Context: an optimization exercise on an open-source flow, tuned for small area, a short achievable clock period and few clock cycles per item. The choices shown serve that exercise and are no tape-out recipe. In this exercise RTL edits were held to simulation tests only and were not proved equivalent to the original. Power is estimated from default activity; no workload was simulated.

Setup of JK:
Design sha1_message_digest, start of the top module:
module sha1_message_digest (
    input  logic                            aclk,
    input  logic                            aresetn,
    input  logic                            s_tvalid,
    output logic                            s_tready,
    input  logic [7:0]          s_tdata,    
    input  logic                            s_tlast,
    output logic                            m_tvalid,
    input  logic                            m_tready,
    output logic [31:0]         m_tdata,    
    output logic [2:0]          m_tuser,    
    output logic                            m_tlast
);
    localparam logic [31:0] H_INIT_0 = 32'h67452301;
    localparam logic [31:0] H_INIT_1 = 32'hEFCDAB89;
    localparam logic [31:0] H_INIT_2 = 32'h98BADCFE;
    localparam logic [31:0] H_INIT_3 = 32'h10325476;
    localparam logic [31:0] H_INIT_4 = 32'hC3D2E1F0;
    localparam logic [31:0] K_ROUND_0 = 32'h5A827999;
    localparam logic [31:0] K_ROUND_1 = 32'h6ED9EBA1;
    localparam logic [31:0] K_ROUND_2 = 32'h8F1BBCDC;
    localparam logic [31:0] K_ROUND_3 = 32'hCA62C1D6;
  ...
Size in the first run: ~3000 cells after synthesis, ~970 flip-flops, about 51 I/O pins, about 42000 sq um of cells after synthesis.
clock: 8.0 ns
lec_check: 0
abc_clock_period_in_ps: 2500
cap_margin: 20
core_margin: 2
core_utilization: 40
setup_slack_margin: 5.0
slew_margin: 20
run.sh (not shown) runs the stock make flow with config.mk's settings and CLKGATE_MAP_FILE= SYNTH_SCRIPT=/design/flow/synth_recipe.tcl, a recipe that flattens the netlist after the stock synthesis.
Testbench counts of JK, summed over its fixed seeds: cycles 104,266, bytes 44,818.
Modified inputs, MS compared to JK
# JK
export LEC_CHECK = 0
export ABC_CLOCK_PERIOD_IN_PS = 2500
export CAP_MARGIN = 20
export CORE_MARGIN = 2
export CORE_UTILIZATION = 40
export SETUP_SLACK_MARGIN = 5.0
export SLEW_MARGIN = 20
create_clock -name core_clock -period 8.0 [get_ports {aclk}]
# MS
export LEC_CHECK = 0
export ABC_CLOCK_PERIOD_IN_PS = 3500
export CAP_MARGIN = 20
export CORE_MARGIN = 2
export CORE_UTILIZATION = 40
export SETUP_SLACK_MARGIN = 4.0
export SLEW_MARGIN = 20
create_clock -name core_clock -period 8.0 [get_ports {aclk}]
==> notes.md <==
- Against JK as the reference, MS delivers a lower maximum fanout along the worst path.
- The number of placed cells counting well taps of JK and that of MS are within noise of each other.
- Relative to JK, total setup buffers inserted after CTS has decreased by 45 in MS.
- JK reports its launch point of the worst path as midx[1] while MS reports psub[2].

* * *

Setup of run A:
Another version of the RTL of sha1_message_digest (not shown whole).
Size: roughly 1100 flip-flops.
make LEC_CHECK=0 ABC_AREA=1 ABC_CLOCK_PERIOD_IN_PS=2500 CAP_MARGIN=20 CORE_MARGIN=2 CORE_UTILIZATION=60 CTS_BUF_LIST=sky130_fd_sc_hd__clkbuf_8 CTS_CLUSTER_DIAMETER=50 CTS_CLUSTER_SIZE=12 SETUP_SLACK_MARGIN=5.0 SLEW_MARGIN=20 finish   # period 8.0 ns
Run A completed every stage of the flow, and the final layout passed the timing, design-rule and antenna checks.
Testbench counts of run A, summed over its fixed seeds: cycles 102,666, bytes 44,818.
## Diff of input files: run B against run A
diff --git a/flow/config.mk b/flow/config.mk
--- a/flow/config.mk
+++ b/flow/config.mk
@@ -9 +8,0 @@
-export ABC_CLOCK_PERIOD_IN_PS = 2500
@@ -12 +11 @@
-export CORE_UTILIZATION = 60
+export CORE_UTILIZATION = 70
@@ -14 +13 @@
-export CTS_CLUSTER_DIAMETER = 50
+export CTS_CLUSTER_DIAMETER = 40
## What came out
The synthesis-to-layout area growth reported for run B is greater than that of run A by 1.3 points. Of run B and run A, run B shows the lower worst hold-check slack, with run A above it. On run B: final wirelength is about 10% higher than what run A gave. From run A to run B the numbers moved as follows: part of the total power dissipated in the clock network moved up; die outline width dropped 7.3%; portion of the clock cycle consumed by the worst path in the final layout saw an increase; clock power up about 21%. A capture point of the critical path of m_tdata[22] is what run A shows, while m_tdata[19] belongs to run B. [run B] combinational fraction of design power fell 0.8 points relative to run A. Minimum period implied by the final worst setup slack: higher on run B. Looking at run B and run A, the multi-input combinational cell count is a wash.
Modified inputs, run C compared to run B
diff --git a/flow/config.mk b/flow/config.mk
--- a/flow/config.mk
+++ b/flow/config.mk
@@ -11 +11 @@
-export CORE_UTILIZATION = 70
+export CORE_UTILIZATION = 50
@@ -13 +13 @@
-export CTS_CLUSTER_DIAMETER = 40
+export CTS_CLUSTER_DIAMETER = 50
Findings:
- Between run C and run B, weighted congestion reported at the end of routability-driven placement is higher for run B, run C comes in under that.
- Die area | run C > run B
- Run C: PASS, flow complete, no timing, DRC or antenna violations
- Run C against run B: total CTS buffers now sits lower, design area now sits at about the same level, total power now sits lower, depth of the worst register-to-register path now sits higher, placement row count now sits higher.
- The post-detailed-routing wire length number comes out lower for run C vs run B.
Input changes introduced in run D (baseline for comparison: run C):
diff --git a/flow/config.mk b/flow/config.mk
--- a/flow/config.mk
+++ b/flow/config.mk
@@ -11 +11 @@
-export CORE_UTILIZATION = 50
+export CORE_UTILIZATION = 60
Results
Every stage of the flow completed for run D, and the final layout passed the timing, design-rule and antenna checks.
Multi-input combinational area share in run D is 0.40 points above run C.
[run D] actual slew at the worst max-slew pin rose 0.027 ns relative to run C
As far as number of flip-flops and latches goes, run C and run D are indistinguishable; the numbers are identical.
Run D and run C ended up with nearly the same area after synthesis.

* * *

## run 4
sha1_message_digest, a different RTL version from the one above (not shown whole).
Size in the first run: ~3300 cells after synthesis, roughly 1100 flip-flops, about 51 I/O pins.
==> flow/config.mk <==
export PLATFORM = sky130hd
export DESIGN_NAME = sha1_message_digest
export DESIGN_NICKNAME = sha1_message_digest
export VERILOG_FILES = /design/flow/design.v
export SDC_FILE = /design/flow/constraint.sdc
export NUM_CORES = 4
export LEC_CHECK = 0
export ABC_CLOCK_PERIOD_IN_PS = 3000
export CAP_MARGIN = 20
export CORE_MARGIN = 2
export CORE_UTILIZATION = 55
export CTS_BUF_LIST = sky130_fd_sc_hd__clkbuf_8
export CTS_CLUSTER_DIAMETER = 50
export CTS_CLUSTER_SIZE = 12
export SETUP_SLACK_MARGIN = 4.5
export SLEW_MARGIN = 20
==> flow/constraint.sdc <==
create_clock -name core_clock -period 8.0 [get_ports {aclk}]
set_input_delay 1.6000 -clock core_clock [delete_from_list [all_inputs] [get_ports {aclk}]]
set_output_delay 1.6000 -clock core_clock [all_outputs]
set_load 0.01 [all_outputs]
Testbench counts of run 4, summed over its fixed seeds: cycles 102,666, bytes 44,818.
Modified inputs, run 5 compared to run 4
-- flow/config.mk --
<<< run 4, line 8
export ABC_CLOCK_PERIOD_IN_PS = 3000
>>> run 5, line 8
export ABC_AREA = 1
Findings:
Internal portion of total power: run 5 vs run 4 up 1.6 mW
Final weighted congestion of routability-driven global placement, run 5 and run 4: higher on run 5
Diff run 4 -> run 5: part of the total power dissipated in combinational logic grew by 7.0 points, total of plain and repair buffers excluding clock buffers shrank by about 28%, wire length of the first global-routing pass grew by about 2.8%, total number of cells along the worst setup path grew by 4.
Run 4 → run 5: met1 capacity usage during global routing went up by 3.5 points; fmax increased by 5.6% relative to the old numbers; hold buffer count at CTS was more or less identical; count of clock-buffer cells in the layout decreased about 5%.
Run 5 finished every stage and its layout cleared the timing, design-rule and antenna checks.

* * *

v37:
Another version of the RTL of sha1_message_digest (not shown whole).
Size: about 4000 cells after synthesis, about 1100 flip-flops, ~51 I/O pins, roughly 46000 um^2 of cells after synthesis.
## sha1_message_digest
module sha1_message_digest (
    input  logic                            aclk,
    input  logic                            aresetn,
    input  logic                            s_tvalid,
    output logic                            s_tready,
    input  logic [7:0]          s_tdata,    
    input  logic                            s_tlast,
    output logic                            m_tvalid,
    input  logic                            m_tready,
    output logic [31:0]         m_tdata,    
    output logic [2:0]          m_tuser,    
    output logic                            m_tlast
);
    localparam logic [31:0] H_INIT_0 = 32'h67452301;
    localparam logic [31:0] H_INIT_1 = 32'hEFCDAB89;
    localparam logic [31:0] H_INIT_2 = 32'h98BADCFE;
    localparam logic [31:0] H_INIT_3 = 32'h10325476;
    localparam logic [31:0] H_INIT_4 = 32'hC3D2E1F0;
    localparam logic [31:0] K_ROUND_0 = 32'h5A827999;
    localparam logic [31:0] K_ROUND_1 = 32'h6ED9EBA1;
    localparam logic [31:0] K_ROUND_2 = 32'h8F1BBCDC;
    localparam logic [31:0] K_ROUND_3 = 32'hCA62C1D6;
    function automatic logic [31:0] h_init_rev(input logic [2:0] i);
        case (i)
            3'd0:    h_init_rev = H_INIT_4;
            3'd1:    h_init_rev = H_INIT_3;
            3'd2:    h_init_rev = H_INIT_2;
  ...
export LEC_CHECK = 0
export ABC_AREA = 1
export CAP_MARGIN = 20
export CORE_MARGIN = 2
export CORE_UTILIZATION = 60
export CTS_BUF_LIST = sky130_fd_sc_hd__clkbuf_8
export CTS_CLUSTER_DIAMETER = 50
export CTS_CLUSTER_SIZE = 12
export SETUP_SLACK_MARGIN = 4.7
export SLEW_MARGIN = 20
create_clock -name core_clock -period 8.0 [get_ports {aclk}]
Testbench counts of v37, summed over its fixed seeds: cycles 102,666, bytes 44,818.
Here is what was changed in the inputs of v34 compared with v37.
- changing CTS_CLUSTER_SIZE from 12 to 14
- removing ABC_AREA (formerly 1)
- changing CORE_UTILIZATION from 60 to 62
- setting ABC_CLOCK_PERIOD_IN_PS to 3000 for the first time
- v34: done, clean on timing, DRC and antenna
- Worst-case setup margin in the final layout ended up 160 ps lower on v34 than on v37.
- v34 vs v37 — total die area dropped by a few percent
- Of v37 and v34, the run reporting the higher final core utilization was v34.
- Between v37 and v34, the number of buffers outside the clock class in the layout is lower for v37.
- Met2 layer wire length in the routed design (v34 vs. v37) decreases by a few percent
- Global-route usage for v34: 1.2 points down relative to v37
- The synthesized cell count number comes out higher for v37 vs v34.
- From v37 to v34 the numbers moved as follows: layout overhead on the synthesized area shows an increase of 1.4 points; maximum frequency shows a reduction of 0.014 GHz.
Modified inputs, v11 compared to v34
- changing CAP_MARGIN from 20 to 10
- removing ABC_CLOCK_PERIOD_IN_PS (formerly 3000)
- setting ABC_AREA to 1 for the first time
- changing SLEW_MARGIN from 20 to 10
- changing CTS_CLUSTER_SIZE from 14 to 16
- changing CORE_UTILIZATION from 62 to 60
### Flow results
The critical path capture point comes out va[31] in one run and m_tdata[16] in the other, namely in v34 and v11 respectively. Compared with v34, v11 shows a slack of the critical path that is 110 ps higher. The hold slack in v11 sits 5.6 ps below the value recorded for v34. v11 vs v34, highest-delay cell along the critical path: edfxtp_1 vs fa_1. Fmax in v11 is 3.5% above v34. Sort v11 and v34 by amount of wire on met2 after detailed routing desc -> top: v11. Measured against each other, v11 and v34 differ in non-clock buffer count, the lower figure coming from v11. Relative to v34, overall fraction of global-route tracks in use has increased by 1.2 points in v11. v11 vs. v34: xor/xnor cell area share of the yosys netlist now smaller; final cell count without fillers now larger. Of the two values seen for kind of critical path, flop to primary output was produced by v11 and flop to flop by v34. The gate count of the mapped netlist in v11 was higher than what v34 gave.

what the ideal ports hide:
The results above use ideal ports. As a check the final layouts listed here were re-extracted and re-timed, cells and wires unchanged.
Step 1 sets driving cells, clkbuf_16 on the clock port and buf_2 on the other inputs (assumed; they add their load-dependent delay and slew).
Step 2, shift: input delay + t, output delay - t, t = (earliest + latest rising clock arrival at the registers) / 2. This alone moves slack from input paths to output paths.
a / b / c = no drivers / after step 1 / after step 2; a / b = the first two.
run	t (ns)	slack for setup (ns)	slew at the worst register clock pin (ns)	pins driven straight from the clock port
JK	0.741	3.553 / 3.482 / 3.567	0.07 / 0.07	1
MS	0.744	3.483 / 3.446 / 3.483	0.07 / 0.07	1
run A	0.822	4.955 / 4.887 / 4.315	0.09 / 0.09	1
run B	0.844	4.910 / 4.847 / 4.274	0.11 / 0.11	1
run C	0.853	4.915 / 4.852 / 4.339	0.09 / 0.09	1
run D	0.822	4.955 / 4.887 / 4.315	0.09 / 0.09	1
run 4	0.821	4.412 / 4.412 / 3.864	0.09 / 0.09	1
run 5	0.840	4.603 / 4.537 / 4.074	0.09 / 0.09	1
v37	0.808	4.754 / 4.692 / 4.022	0.09 / 0.09	1
v34	0.794	4.596 / 4.596 / 4.050	0.10 / 0.10	1
v11	0.812	4.709 / 4.645 / 4.073	0.10 / 0.10	1
After both steps every run listed still meets setup and hold. The setup slack of v37, which loses most, moves by -0.062 ns with the drivers and by -0.732 ns with both steps.
